From an optimization exercise on the open Yosys and OpenROAD flow, aimed at small area, a short achievable clock period and few clock cycles per item; shortcuts taken in it are not production practice. The RTL was checked by simulation tests, not by an equivalence proof against the original design. Power is estimated from default activity; no workload was simulated.

run A:
## hash_ring_node_table
module hash_ring_node_table (
  input  logic         clk,
  input  logic         rst_n,
  input  logic         in_valid,
  output logic         in_ready,
  input  logic [1:0]   in_opcode,
  input  logic [7:0]   in_key_byte,
  input  logic         in_last_byte,
  input  logic [31:0]  in_node_address,
  input  logic [15:0]  in_node_port,
  output logic         out_valid,
  input  logic         out_ready,
  output logic [1:0]   out_status,
  output logic [31:0]  out_found_address,
  output logic [15:0]  out_found_port,
  output logic [31:0]  out_key_hash
);
  logic        c_load, c_free_now, c_free_next;
  logic [1:0]  c_op;
  logic [31:0] c_hash, c_addr;
  logic [15:0] c_port;
  hrnt_front u_front (
    .clk             (clk),
    .rst_n           (rst_n),
    .in_valid        (in_valid),
    .in_ready        (in_ready),
    .in_opcode       (in_opcode),
    .in_key_byte     (in_key_byte),
    .in_last_byte    (in_last_byte),
    .in_node_address (in_node_address),
    .in_node_port    (in_node_port),
    .c_load          (c_load),
    .c_op            (c_op),
  ...
clock: 5.0 ns
lec_check: 0
cap_margin: 20
core_margin: 2
core_utilization: 55
cts_cluster_diameter: 100
cts_cluster_size: 25
place_density: 0.7
setup_slack_margin: 2.5
slew_margin: 20
tns_end_percent: 30
standard.sh (not shown) runs the stock make flow with config.mk's settings and CLKGATE_MAP_FILE= SYNTH_SCRIPT=/design/flow/synth_recipe.tcl, a recipe that flattens the netlist after the stock synthesis.
==> flow/flow/run.sh <==
#!/bin/bash
# The standard layout (the standard.sh: standard synthesis and ORFS on all steps), with
# one change: the buffers ORFS puts on the input and output ports are buf_4 cells instead of
# the default smallest buffer (a slow delay cell), so the port paths are not held back.
set -euo pipefail
export BUFFER_PORTS_ARGS="-buffer_cell sky130_fd_sc_hd__buf_4"
bash standard.sh > standard_flow.log 2>&1
Testbench counts of run A, summed over its fixed seeds: cycles 28,659, items 2,400.
Input changes introduced in run B (baseline for comparison: run A):
# run A
export LEC_CHECK = 0
export CAP_MARGIN = 20
export CORE_MARGIN = 2
export CORE_UTILIZATION = 55
export CTS_CLUSTER_DIAMETER = 100
export CTS_CLUSTER_SIZE = 25
export PLACE_DENSITY = 0.7
export SETUP_SLACK_MARGIN = 2.5
export SLEW_MARGIN = 20
export TNS_END_PERCENT = 30
create_clock -name core_clock -period 5.0 [get_ports {clk}]
# run B
export LEC_CHECK = 0
export ABC_CLOCK_PERIOD_IN_PS = 2300
export CAP_MARGIN = 20
export CORE_MARGIN = 2
export CORE_UTILIZATION = 40
export CTS_CLUSTER_DIAMETER = 100
export CTS_CLUSTER_SIZE = 25
export PLACE_DENSITY = 0.6
export SETUP_SLACK_MARGIN = 2.7
export SLEW_MARGIN = 20
export TNS_END_PERCENT = 30
create_clock -name core_clock -period 5.0 [get_ports {clk}]
[summary]
Run B vs. run A: minimum hold slack comparable, post-cts sizing count increased by about 36% relative to the old numbers. Run B finished every stage and its layout cleared the timing, design-rule and antenna checks. Going from run A to run B, the area growth from synthesis to layout was found to have gone up by 1.6 points. From run A to run B the numbers moved as follows: total length of routed wires +about 4.4%; number of antenna violations at the first check in global routing -3; global-route wire length before repair +5.2%; worst setup slack -90 ps; clock transition at the registers of the reported paths ~0 delta. Amount of wire on met3 after detailed routing went down by a few percent going from run A to run B.
#### Input delta (run C over run B)
# run B
export LEC_CHECK = 0
export ABC_CLOCK_PERIOD_IN_PS = 2300
export CAP_MARGIN = 20
export CORE_MARGIN = 2
export CORE_UTILIZATION = 40
export CTS_CLUSTER_DIAMETER = 100
export CTS_CLUSTER_SIZE = 25
export PLACE_DENSITY = 0.6
export SETUP_SLACK_MARGIN = 2.7
export SLEW_MARGIN = 20
export TNS_END_PERCENT = 30
create_clock -name core_clock -period 5.0 [get_ports {clk}]
# run C
export LEC_CHECK = 0
export CAP_MARGIN = 20
export CORE_MARGIN = 2
export CORE_UTILIZATION = 40
export CTS_CLUSTER_DIAMETER = 60
export CTS_CLUSTER_SIZE = 20
export PLACE_DENSITY = 0.65
export SETUP_SLACK_MARGIN = 2.5
export SLEW_MARGIN = 20
export TNS_END_PERCENT = 30
create_clock -name core_clock -period 5.0 [get_ports {clk}]
[summary]
Run C went all the way through the flow, and no timing, DRC or antenna check failed. Multi-input gate area in the final layout, run C and run B: larger value in run B. [compare] base=run B new=run C: combinational share of power shows a reduction of 0.9 points; synthesis-to-layout area growth went up by 1.1 points.
Input-level comparison between run D and run C:
# run C
export LEC_CHECK = 0
export CAP_MARGIN = 20
export CORE_MARGIN = 2
export CORE_UTILIZATION = 40
export CTS_CLUSTER_DIAMETER = 60
export CTS_CLUSTER_SIZE = 20
export PLACE_DENSITY = 0.65
export SETUP_SLACK_MARGIN = 2.5
export SLEW_MARGIN = 20
export TNS_END_PERCENT = 30
create_clock -name core_clock -period 5.0 [get_ports {clk}]
# run D
export LEC_CHECK = 0
export CAP_MARGIN = 20
export CORE_MARGIN = 2
export CORE_UTILIZATION = 50
export CTS_CLUSTER_DIAMETER = 100
export CTS_CLUSTER_SIZE = 25
export PLACE_DENSITY = 0.7
export SETUP_SLACK_MARGIN = 2.6
export SLEW_MARGIN = 20
export TNS_END_PERCENT = 30
create_clock -name core_clock -period 5.0 [get_ports {clk}]
Notes after the runs:
All of run D and run C finish clean.
As far as multiplexer area fraction after synthesis goes, run C and run D are indistinguishable; the numbers are identical.
Run D reports its library cell contributing the largest single delay on the critical path as sky130_fd_sc_hd__buf_8 while run C reports sky130_fd_sc_hd__nor3_1.
Fraction of power consumed by combinational cells (lower): run C
Delta (run D minus run C): sequential share of layout area increased by 1.5 points relative to the old numbers; worst hold slack held steady.
Run D vs. run C: wire length has decreased, count of fill cells added during filler insertion has decreased, first-iteration DRC count has increased, post-route standard cell area excluding fillers has decreased, number of gates given a new drive strength after cts has decreased.
Against run C, run D comes in 20 ps lower on arrival time at the worst endpoint.
On setup slack, run C beats run D.
Input changes introduced in run E (baseline for comparison: run D):
# run D
export LEC_CHECK = 0
export CAP_MARGIN = 20
export CORE_MARGIN = 2
export CORE_UTILIZATION = 50
export CTS_CLUSTER_DIAMETER = 100
export CTS_CLUSTER_SIZE = 25
export PLACE_DENSITY = 0.7
export SETUP_SLACK_MARGIN = 2.6
export SLEW_MARGIN = 20
export TNS_END_PERCENT = 30
create_clock -name core_clock -period 5.0 [get_ports {clk}]
# run E
export LEC_CHECK = 0
export CAP_MARGIN = 20
export CORE_MARGIN = 2
export CORE_UTILIZATION = 45
export CTS_CLUSTER_DIAMETER = 100
export CTS_CLUSTER_SIZE = 25
export PLACE_DENSITY = 0.65
export SETUP_SLACK_MARGIN = 2.7
export SLEW_MARGIN = 20
export TNS_END_PERCENT = 30
create_clock -name core_clock -period 5.0 [get_ports {clk}]
--- outcome ---
Delta (run E minus run D): routed wire length per instance increased by 0.34 µm relative to the old numbers; total design power increased by 160 µW relative to the old numbers; design area increased by 1000 µm² relative to the old numbers.
Run E does worse than run D on maximum frequency.
Run E ends up with a utilization that is 5.1 points lower than in run D.

[what the ideal ports hide]
The flow's constraints put no driver on any port. The routed layouts listed below were extracted and timed again, unchanged, in two steps.
Step 1, drivers: a clkbuf_16 drives clk and a buf_2 each remaining input, both assumed.
Step 2, shift: input delay + t, output delay - t, t = (earliest + latest rising clock arrival at the registers) / 2. This alone moves slack from input paths to output paths.
Slacks: ideal / step 1 / step 2; pairs: ideal / step 1.
| run | t, ns | setup slack, ns | worst setup path at the end | clock arrival spread, ns |
|---|---|---|---|---|
| run A | 0.716 | 2.421 / 2.421 / 1.765 | input to register | 0.050 / 0.051 |
| run B | 0.740 | 2.331 / 2.331 / 1.931 | input to register | 0.053 / 0.053 |
| run C | 0.786 | 2.452 / 2.452 / 1.767 | input to register | 0.071 / 0.071 |
| run D | 0.740 | 2.425 / 2.425 / 1.992 | input to register | 0.046 / 0.047 |
| run E | 0.734 | 2.350 / 2.350 / 1.922 | input to register | 0.043 / 0.043 |
After both steps setup and hold are still met in every run listed. The setup slack of run C, which loses most, moves by 0.000 ns with the drivers and by -0.685 ns with both steps.
